What follows belongs to an exercise in optimizing a design on an open flow for small area; a production flow would make more cautious choices.
The RTL was checked by simulation tests, not by an equivalence proof against the original design.
Power figures rest on the tool's default switching activity, not on a simulated workload.

[design.v]
package ni_pkg;
  localparam int NumVirtChn    = 4;    
  localparam int BufDepth      = 8;    
  localparam int FlitDataWidth = 32;   
  localparam int XWidth        = 4;    
  localparam int YWidth        = 4;    
  localparam logic [31:0] RxVersionLabel = 32'h0052_5831;   
endpackage
import ni_pkg::*;
module ni_rx_top
#(
  parameter logic [XWidth-1:0] router_x_id = '0,   
  parameter logic [YWidth-1:0] router_y_id = '0    
) (
  input  logic        clk_axi,        
  input  logic        arst_axi,       
  input  logic        flit_valid_i,   
  input  logic [1:0]  flit_vc_i,      
  input  logic [1:0]  flit_type_i,    
  input  logic [31:0] flit_data_i,    
  output logic        flit_ready_o,   
  input  logic        csr_valid_i,    
  input  logic        csr_wr_i,       
  input  logic [15:0] csr_addr_i,     
  input  logic [31:0] csr_wdata_i,    
  output logic [31:0] csr_rdata_o,    
  output logic        csr_err_o,      
  output logic [3:0]  irq_vcs_o,      
  output logic        irq_trig_o      
);
  logic [3:0]        push, pop, pop_req, full, empty;
  logic [3:0][3:0]   cnt;
  logic [3:0][7:0]   pkt;
  logic [3:0][7:0]   sel;
  logic [3:0][7:0][32:0] mem;
  logic [3:0]        head_old;        
  logic              head_in;
  logic              rd_req, wr_req, rd_err, err_ff, wr_err;
  logic [31:0]       rdata_ff, rdata_nxt, misc_val, pop_val;
  logic              misc_hit;
  logic [2:0]        mode_ff;
  logic [31:0]       mask_n_ff;       
  logic [31:0]       mask;
  logic              a_ok;            
  logic [4:0]        widx;            
  assign head_in = ~(flit_type_i[0] ^ flit_type_i[1]);   
  for (genvar c = 0; c < 4; c++) begin : g_vc
    assign full[c]  = cnt[c][3];
    assign empty[c] = (cnt[c] == 4'd0);
    assign push[c]  = flit_valid_i & (flit_vc_i == 2'(c)) & ~full[c];
    assign pop[c]   = pop_req[c] & ~empty[c];
    always_ff @(posedge clk_axi) begin
      if (push[c]) begin
        mem[c][0] <= {head_in, flit_data_i};
        for (int k = 1; k < 8; k++) mem[c][k] <= mem[c][k-1];
      end
    end
    always_ff @(posedge clk_axi or posedge arst_axi) begin
      if (arst_axi) begin
        cnt[c] <= '0;
        pkt[c] <= '0;
      end else begin
        case ({push[c], pop[c]})
          2'b10:   cnt[c] <= cnt[c] + 1'b1;
          2'b01:   cnt[c] <= cnt[c] - 1'b1;
          default: cnt[c] <= cnt[c];
        endcase
        if (push[c] && head_in) pkt[c] <= flit_data_i[7:0];
      end
    end
    for (genvar k = 0; k < 8; k++) begin : g_sel
      assign sel[c][k] = (cnt[c] == 4'(k + 1));
    end
    always_comb begin
      head_old[c] = 1'b0;
      for (int k = 0; k < 8; k++) head_old[c] |= sel[c][k] & mem[c][k][32];
    end
  end
  assign flit_ready_o = ~full[flit_vc_i];
  assign rd_req = csr_valid_i & ~csr_wr_i;
  assign wr_req = csr_valid_i & csr_wr_i;
  assign a_ok   = (csr_addr_i[15:7] == 9'd0) && (csr_addr_i[1:0] == 2'd0);
  assign widx   = csr_addr_i[6:2];
  assign mask   = ~mask_n_ff;
  for (genvar c = 0; c < 4; c++) begin : g_pop
    assign pop_req[c] = rd_req & a_ok & (widx == 5'(16 + c));
  end
  always_comb begin
    misc_hit = a_ok;
    misc_val = '0;
    case (widx)
      5'd0:  misc_val = RxVersionLabel;
      5'd1:  misc_val = 32'(router_x_id);
      5'd2:  misc_val = 32'(router_y_id);
      5'd3:  misc_val = 32'(irq_vcs_o);
      5'd4:  misc_val = 32'(mode_ff);
      5'd5:  misc_val = mask;
      5'd6:  misc_val = 32'(full);
      5'd8:  misc_val = 32'(pkt[0]);
      5'd9:  misc_val = 32'(pkt[1]);
      5'd10: misc_val = 32'(pkt[2]);
      5'd11: misc_val = 32'(pkt[3]);
      default: misc_hit = 1'b0;
    endcase
  end
  always_comb begin
    pop_val = '0;
    for (int c = 0; c < 4; c++)
      for (int k = 0; k < 8; k++)
        if (pop[c] && sel[c][k]) pop_val |= mem[c][k][31:0];
  end
  assign rd_err    = ~(misc_hit | (|pop));
  assign rdata_nxt = (rd_req & misc_hit) ? misc_val :
                     (|pop)              ? pop_val  : rdata_ff;
  assign wr_err    = wr_req & ~((csr_addr_i == 16'h0010) | (csr_addr_i == 16'h0014));
  always_ff @(posedge clk_axi or posedge arst_axi) begin
    if (arst_axi) begin
      err_ff    <= 1'b0;
      rdata_ff  <= '0;
      mode_ff   <= '0;
      mask_n_ff <= '0;
    end else begin
      if (rd_req) err_ff <= rd_err;
      rdata_ff <= rdata_nxt;
      if (wr_req && csr_addr_i == 16'h0010) mode_ff   <= csr_wdata_i[2:0];
      if (wr_req && csr_addr_i == 16'h0014) mask_n_ff <= ~csr_wdata_i;
    end
  end
  assign csr_rdata_o = rdata_ff;
  assign csr_err_o   = err_ff | wr_err;
  always_comb begin
    for (int c = 0; c < 4; c++) begin
      case (mode_ff)
        3'd1:    irq_vcs_o[c] = ~empty[c] & mask[0];
        3'd2:    irq_vcs_o[c] = full[c] & mask[0];
        3'd3:    irq_vcs_o[c] = (mask[31:4] == 28'd0) && (cnt[c] >= mask[3:0]);
        3'd4:    irq_vcs_o[c] = head_old[c];
        default: irq_vcs_o[c] = ~empty[c];
      endcase
    end
  end
  assign irq_trig_o = |irq_vcs_o;
endmodule
[run.sh]
#!/bin/bash
# synth_recipe.tcl (not shown) runs the flow's synth.tcl, then flattens the netlist and writes it again
# the make line also repeats each setting of config.mk as NAME=value (left out here)
make -C /OpenROAD-flow-scripts/flow DESIGN_CONFIG=/design/flow/config.mk WORK_HOME=/design/flow/orfs CLKGATE_MAP_FILE= SYNTH_SCRIPT=/design/flow/synth_recipe.tcl finish
[config.mk]
export PLATFORM = sky130hd
export DESIGN_NAME = ni_rx_top
export DESIGN_NICKNAME = ni_rx_top
export VERILOG_FILES = /design/flow/design.v
export SDC_FILE = /design/flow/constraint.sdc
export NUM_CORES = 4
export LEC_CHECK = 0
export CAP_MARGIN = 20
export CORE_MARGIN = 2
export CORE_UTILIZATION = 70
export SLEW_MARGIN = 20
[constraint.sdc]
create_clock -name core_clock -period 5.0 [get_ports {clk_axi}]
set_input_delay 1.0000 -clock core_clock [delete_from_list [all_inputs] [get_ports {clk_axi}]]
set_output_delay 1.0000 -clock core_clock [all_outputs]
set_load 0.01 [all_outputs]
==> results of run 1 <==
-- routing by layer --
metal,share of wire (%),vias to the layer above,track usage [%]
li1,-,11300,-
met5,0.039,-,0
met4,6.6,8,22.4
met3,15,599,11.6
met1,34,14100,56.9
met2,44,2766,61.7
-- final timing paths --
path / start / to / slack (ns) / cells after the start
worst max register to register: cnt[4] / rdata_ff[25] / 1.25 / 10
worst max-delay path: cnt[1] / irq_trig_o / 0.14 / 7
min in group asynchronous: arst_axi / mask_n_ff[7] / 0.92 / 2
max in group asynchronous: arst_axi / cnt[6] / 3.27 / 3
worst min register to register: mem[301] / mem[334] / 0.44 / 0
worst min-delay path: mem[301] / mem[334] / 0.44 / 0
-- cell families after synthesis --
logic type | count (synthesis)
xor gates and xnor gates | 19
buffers and inverters | 191
DFF | 1172
adders and majority gates | 36
muxes | 55
and+or+nand+nor | 419
AOI/OAI and AO/OA | 710
-- synthesized netlist by cell type (45+ instances only) --
| master | count | area share [%] |
|---|---|---|
| nand4_1 | 73 | 1.0 |
| a21oi_1 | 68 | 0.76 |
| clkbuf_1 | 62 | 0.52 |
| dfrtp_1 | 116 | 6.5 |
| a222oi_1 | 64 | 1.4 |
| o21ai_0 | 46 | 0.51 |
| buf_2 | 67 | 0.75 |
| a221oi_1 | 93 | 1.8 |
| edfxtp_1 | 1056 | 71 |
| nand2_1 | 96 | 0.80 |
| a22o_1 | 97 | 1.9 |
| a22oi_1 | 197 | 3.3 |
| mux2_2 | 45 | 1.1 |
| nor2_1 | 68 | 0.57 |
-- flip-flops by register name, indices dropped and copies added, names as in the netlist --
name and count:
cnt 16, rdata_ff 32, mem 1056, mask_n_ff 32
mode_ff 3, err_ff 1, pkt 32
-- power by group --
part	internal [mW]	total, mW	switching [mW]
clock network	5.09	8.76	3.68
registers	11.1	11.5	0.343
logic	0.549	1.49	0.943
-- layout make-up --
type,instances,area [um2]
sequential,1172,34600
multi-input combinational,1239,9500
tap,846,1060
fill,3079,11700
antenna,1,2.50
clock inverter,65,712
timing repair buffer,242,2400
inverter,36,150
clock buffer,143,3090
-- critical path, stage by stage (launching register included) --
cell and delay (ns):
dfrtp_1 0.49, ha_1 0.73, nand2_1 0.14, a311oi_1 0.38, nor3_1 0.10, o32ai_1 0.60, or4_1 0.22, clkdlybuf4s50_1 0.53
-- stage by stage --
stage,worst slack (ns),cells
detailed placement,0.534,3535
global placement,0.646,3535
global route,0.00357,3743
finish,0.139,3744
CTS,0.0725,3743
floorplan,-6.94,2602
-- placed cells by master, fill, tap and decap left out, types with 15 or more instances in the layout --
| cell type | count |
|---|---|
| a21oi_1 | 68 |
| a22oi_1 | 197 |
| nor2_1 | 67 |
| ha_1 | 33 |
| edfxtp_1 | 1056 |
| inv_1 | 33 |
| buf_12 | 21 |
| a22o_1 | 97 |
| clkbuf_1 | 17 |
| o22a_1 | 24 |
| clkinv_1 | 15 |
| dfrtp_1 | 115 |
| o2bb2ai_1 | 23 |
| clkbuf_16 | 115 |
| nand2_1 | 94 |
| nand3_1 | 16 |
| o21ai_0 | 46 |
| a221oi_1 | 93 |
| buf_4 | 94 |
| clkdlybuf4s50_1 | 127 |
| clkinv_2 | 27 |
| a222oi_1 | 64 |
| mux2_2 | 36 |
| nor3_1 | 17 |
| nand4_1 | 73 |
==> results.txt, run 1 <==
Antenna Nets Post-Route 0; largest net degree at the start of global routing 145; adder-cell share of the synthesized area 1.01%; # nets final 2927; DR iter-0 viols 5388; Buffers on Ports 127; final routed DRC violation total 0; CTS sink cnt 1172; fin util 81.5%; Vias/cell 7.69; CTS Buf Count 111; # IOs 128; first-pass detailed-route iteration total 9; status no timing/DRC/antenna violations; Power Dens Cells 422 nW/um2; Power, Total 21.7 mW; RSZ-0062 raised after global routing false; CP arrival 3.86 ns; core area 63200 um2; die extent in y 257 um; Min Hold Slack 0.437 ns; share of layout cells above drive strength 1 13.9%; Final Hold Viols 0; row count 92; vias post-DR 28.8k; Resize count post-CTS 0; P_leak 17.0 nW; Slew Viols, Final 0; Crit Path Category reg2out; die footprint 66100 um2; TritonCTS clock tree yes; # Max-Cap Violations 0; P&R area growth vs syn 15.0%; wire per inst 36.6 um; Clock Latency Late Sink 0.69 ns; global route overflow 0; htree depth 3; Worst-Margin Slew 1.09 ns; Critical Path End Type primary output; synthesized flop and latch total 1172; Post-CTS Setup Repair Bufs 0; count of different cell masters after synthesis 83; Post-Syn Instances 2602; HP Class reg2reg; die width 257 um; min cycle time layout 4.86 ns; Yosys warning count 1; Post-Synth XOR/XNOR Area 0.371%; Primary FF master, synth edfxtp_1; setup_tns 0 ns; required time worst endpoint 4.00 ns; max frequency 0.206 GHz; multiplexer share of the synthesized area 1.35%; Cell Area, Placed 47700 um2; first-pass GRT wire length 196000 um; Starting Density 70.9%; largest family of logic cells by synthesized area compound AO/OA/AOI/OAI gates; EDFF count, synth 1056; GPL Wtd Cong 0.934; Final period util 97.2%; maximum buffer depth of the clock tree 3; via count of the first global-routing pass 28.5k; Root Buffer clkbuf_16; Seq/Total Area, Yosys 77.2%; Worst-path clk slew 0.06 ns; post-DP HPWL 81500 um; Total GRT Usage 41.6%; Rel. slew slack 27.5%; complex-gate fraction of the synthesized area 12.5%; initial antenna violation count 6; Routed WL 137000 um; Final Instance Area 51500 um2; Layout Skew 0.0223 ns; syn_nets 2727; # setup viols final 0; Simple-Gate Fraction of Synth Area 5.50%; Worst VDD drop 351 uV; Post-synth ARST share 9.90%; crit-path max FO 9; CP startpoint kind flip-flop; cts hold-fix bufs 0; mapped cell area 44800 um2; Avg Cell Area, Syn 17.2 um2
==> inputs of run 2 (changes only) <==
--- a/config.mk
+++ b/config.mk
@@ -9,3 +9,6 @@
 export CORE_MARGIN = 2
 export CORE_UTILIZATION = 70
+export CTS_BUF_LIST = sky130_fd_sc_hd__clkbuf_8
+export CTS_CLUSTER_DIAMETER = 50
+export CTS_CLUSTER_SIZE = 16
 export SLEW_MARGIN = 20
==> results.txt, run 2 <==
status no timing/DRC/antenna violations (unchanged); via count of the first global-routing pass 27.8k (was 28.5k); combinational share of power 8.0% (was 6.9%); Root Buffer clkbuf_8 (was clkbuf_16); first-pass detailed-route iteration total 9 (unchanged); P_leak 16.3 nW (was 17.0 nW); Vias/cell 7.57 (was 7.69); Worst VDD drop 309 uV (was 351 uV); share of power burned in registers 61.4% (was 52.8%); Post-synth ARST share 9.90% (unchanged); Final Hold Viols 0 (unchanged); CP Depth 8 (was 7); Starting Density 70.9% (unchanged); Worst Setup EP irq_trig_o (unchanged); Post-CTS Setup Repair Bufs 0 (unchanged); Yosys top cell area share 70.8% (unchanged); CP arrival 3.88 ns (was 3.86 ns); Placement Setup Slack 0.534 ns (unchanged); GPL Wtd Cong 0.934 (unchanged); Synth area leaders edfxtp_1 71%, dfrtp_1 6.5%, a22oi_1 3.3% (unchanged); share of layout cells above drive strength 1 13.3% (was 13.9%); Layout Skew 0.0241 ns (was 0.0223 ns); Net Sw Power 4.65 mW (was 4.96 mW); r2r endpoint rdata_ff[25] (unchanged); Clock Latency Late Sink 0.76 ns (was 0.69 ns); htree depth 3 (unchanged); Total GRT Usage 40.4% (was 41.6%); Post-Syn Instances 2602 (unchanged); Filler Cell Count 3351 (was 3079); Routed WL 133000 um (was 137000 um); Antenna Nets Post-Route 0 (unchanged); maximum buffer depth of the clock tree 3 (unchanged); Primary FF master, synth edfxtp_1 (unchanged); Worst-path clk slew 0.11 ns (was 0.06 ns); largest net degree at the start of global routing 145 (unchanged); core area 63200 um2 (unchanged); Power, Total 18.6 mW (was 21.7 mW); synthesized flop and latch total 1172 (unchanged); Yosys warning count 1 (unchanged); vias post-DR 28.2k (was 28.8k); Power Dens Cells 374 nW/um2 (was 422 nW/um2); Synth area leader edfxtp_1 (unchanged); Net Sw Frac 24.9% (was 22.8%); most common cell after layout, fill and taps aside edfxtp_1 (unchanged); most used cells in the layout excluding fill and tap cells 1056 x edfxtp_1, 197 x a22oi_1, 127 x clkdlybuf4s50_1 (unchanged); critical path buffer and inverter count 2 (was 1); HP Class reg2reg (unchanged); TritonCTS clock tree yes (unchanged); mapped cell area 44800 um2 (unchanged); max reg flops 1056 (unchanged); delay-heaviest family, CP compound AO/OA/AOI/OAI gates (unchanged); crit path launch cnt[8] (was cnt[1]); Post-synth top cells 1056 x edfxtp_1, 197 x a22oi_1, 116 x dfrtp_1 (unchanged); final routed DRC violation total 0 (unchanged); # nets final 2915 (was 2927); Buffers on Ports 127 (unchanged); min cycle time layout 4.88 ns (was 4.86 ns); # setup viols final 0 (unchanged); Crit Path Category reg2out (unchanged); CTS Buf Count 99 (was 111); reg2reg setup slack 1.30 ns (was 1.25 ns); RSZ-0062 raised after global routing false (unchanged); DR iter-0 viols 5067 (was 5388); required time worst endpoint 4.00 ns (about the same); Worst path slowest cell or4_1 (was ha_1); crit-path cells inv_1, ha_1, a222oi_1, nor2_1, a2111oi_1, o221ai_2, or4_1, clkdlybuf4s50_1 (was ha_1, nand2_1, a311oi_1, nor3_1, o32ai_1, or4_1, clkdlybuf4s50_1); Avg Cell Area, Syn 17.2 um2 (unchanged); count of different cell masters after synthesis 83 (unchanged); Slew Viols, Final 0 (unchanged); max frequency 0.205 GHz (was 0.206 GHz); # IOs 128 (unchanged); Critical R2R Launch cnt[5] (was cnt[4]); setup ws final 0.118 ns (was 0.139 ns); syn_nets 2727 (unchanged); P&R area growth vs syn 11.2% (was 15.0%); die footprint 66100 um2 (unchanged); wire per inst 35.8 um (was 36.6 um); EDFF count, synth 1056 (unchanged); reg2reg path depth 10 (unchanged); initial antenna violation count 4 (was 6); die width 257 um (unchanged); Critical Path End Type primary output (unchanged); global route overflow 0 (unchanged); most frequent cell after synthesis edfxtp_1 (unchanged); crit-path max FO 8 (was 9); row count 92 (unchanged); Final period util 97.6% (was 97.2%); Worst-Margin Slew 1.09 ns (about the same); post-DP HPWL 81500 um (unchanged); CP startpoint kind flip-flop (unchanged); die extent in y 257 um (unchanged); CP peak stage delay 0.51 ns (was 0.73 ns); Rel. slew slack 27.2% (was 27.5%); CTS sink cnt 1172 (unchanged); first-pass GRT wire length 191000 um (was 196000 um); # Max-Cap Violations 0 (unchanged); Clock Power Share 30.6% (was 40.3%); Int Pwr 14.0 mW (was 16.8 mW); Most flops, register mem (unchanged); Seq/Total Area, Yosys 77.2% (unchanged)
[run 2: metrics by stage]
step / cells / TNS [ns] / hold slack (ns) / instance area (um2) / util [%]
floorplan: 2602 / -3029.85 / 0.417 / 44900 / -
global placement: 3535 / 0 / 0.425 / 47700 / 75.5
detailed placement: 3535 / 0 / 0.434 / 47700 / 75.5
CTS: 3721 / 0 / 0.439 / 49800 / 78.8
global route: 3722 / 0 / 0.445 / 49800 / 78.8
finish: 3722 / 0 / 0.440 / 49800 / 78.8
[run 2: worst register-to-register path, stage by stage, from the launching register on]
cell	delay, ns
dfrtp_1	0.48
inv_1	0.11
ha_2	0.32
or3_1	0.61
nor3_4	0.66
and3_1	0.36
buf_4	0.43
a222oi_1	0.22
and4_1	0.25
nand4_1	0.09
o21ba_1	0.12
[run 2: worst min path at each step]
stage / startpoint / endpoint / slack (ns) / cells past startpoint
finish: mem[889] / mem[922] / 0.44 / 0
global route: mem[940] / mem[973] / 0.45 / 0
CTS: mem[940] / mem[973] / 0.44 / 0
detailed placement: mem[76] / mem[109] / 0.43 / 0
global placement: mem[725] / mem[758] / 0.42 / 0
floorplan: mem[137] / mem[170] / 0.42 / 0
[run 2: per-layer routing]
layer	vias up	track usage (%)	routed length, um
li1	11200	-	-
met1	13900	56.0	45800
met2	2538	60.3	59500
met3	509	12.1	20300
met4	4	18.7	7580
met5	-	0	27
[run 2: cell families after synthesis]
logic type | synth area share (%)
adder cells (fa/ha/maj) | 1.01
multiplexers | 1.35
buffers and inverters | 2.01
AND/OR/NAND/NOR | 5.50
flip-flops | 77.2
AO/OA/AOI/OAI | 12.5
XOR/XNOR | 0.371
[run 2: power groups by stage]
stage / Sequential [mW] / Combinational [mW] / Clock (mW)
after global placement: 11.6 / 1.40 / 0
after CTS: 11.4 / 1.44 / 5.70
final: 11.5 / 1.49 / 5.70
after floorplan: 11.6 / 0.906 / 0
after global routing: 11.5 / 1.56 / 6.03
after detailed placement: 11.6 / 1.44 / 0
[run 2: what timing repair did]
| action | CTS | global route |
|---|---|---|
| hold buffers | 0 | 0 |
| pin swaps | 1 | 1 |
| endpoints found under the hold margin | 0 | 0 |
| resized for setup | 1 | 6 |
| endpoints found under the setup margin | 1 | 1 |
[run 2: final cells by class]
type                            instances  area, um2  share of cell area, %
Antenna cell                            1       2.50                0.00502
Multi-Input combinational cell       1239       9520                   19.1
Tap cell                              846       1060                   2.13
Timing Repair Buffer                  242       2400                   4.81
Sequential cell                      1172      34600                   69.5
Inverter                               36        150                  0.301
Clock buffer                          103       1420                   2.85
Clock inverter                         83        654                   1.31

==> what the ideal ports hide <==
How much do the figures lean on ideal ports? The routed layouts below were timed once more, with nothing changed but the port constraints.
Step 1 (the two cells are an assumption about what drives the block):
set clk [get_ports {clk_axi}]
set_driving_cell -lib_cell sky130_fd_sc_hd__clkbuf_16 $clk
set_driving_cell -lib_cell sky130_fd_sc_hd__buf_2 [delete_from_list [all_inputs] $clk]
Step 2, shift: input delay + t, output delay - t, t = (earliest + latest rising clock arrival at the registers) / 2. This alone moves slack from input paths to output paths.
Three values: no drivers, after step 1, after step 2; two values: the first two.
| run | t (ns) | setup WS [ns] | hold slack, ns | cell pins on the clock port's net |
|---|---|---|---|---|
| run 1 | 0.740 | 0.139 / 0.073 / 0.307 | 0.437 / 0.437 / 0.437 | 1 |
| run 2 | 0.814 | 0.118 / 0.052 / 0.380 | 0.440 / 0.440 / 0.440 | 1 |
After both steps setup and hold are still met in every run listed.
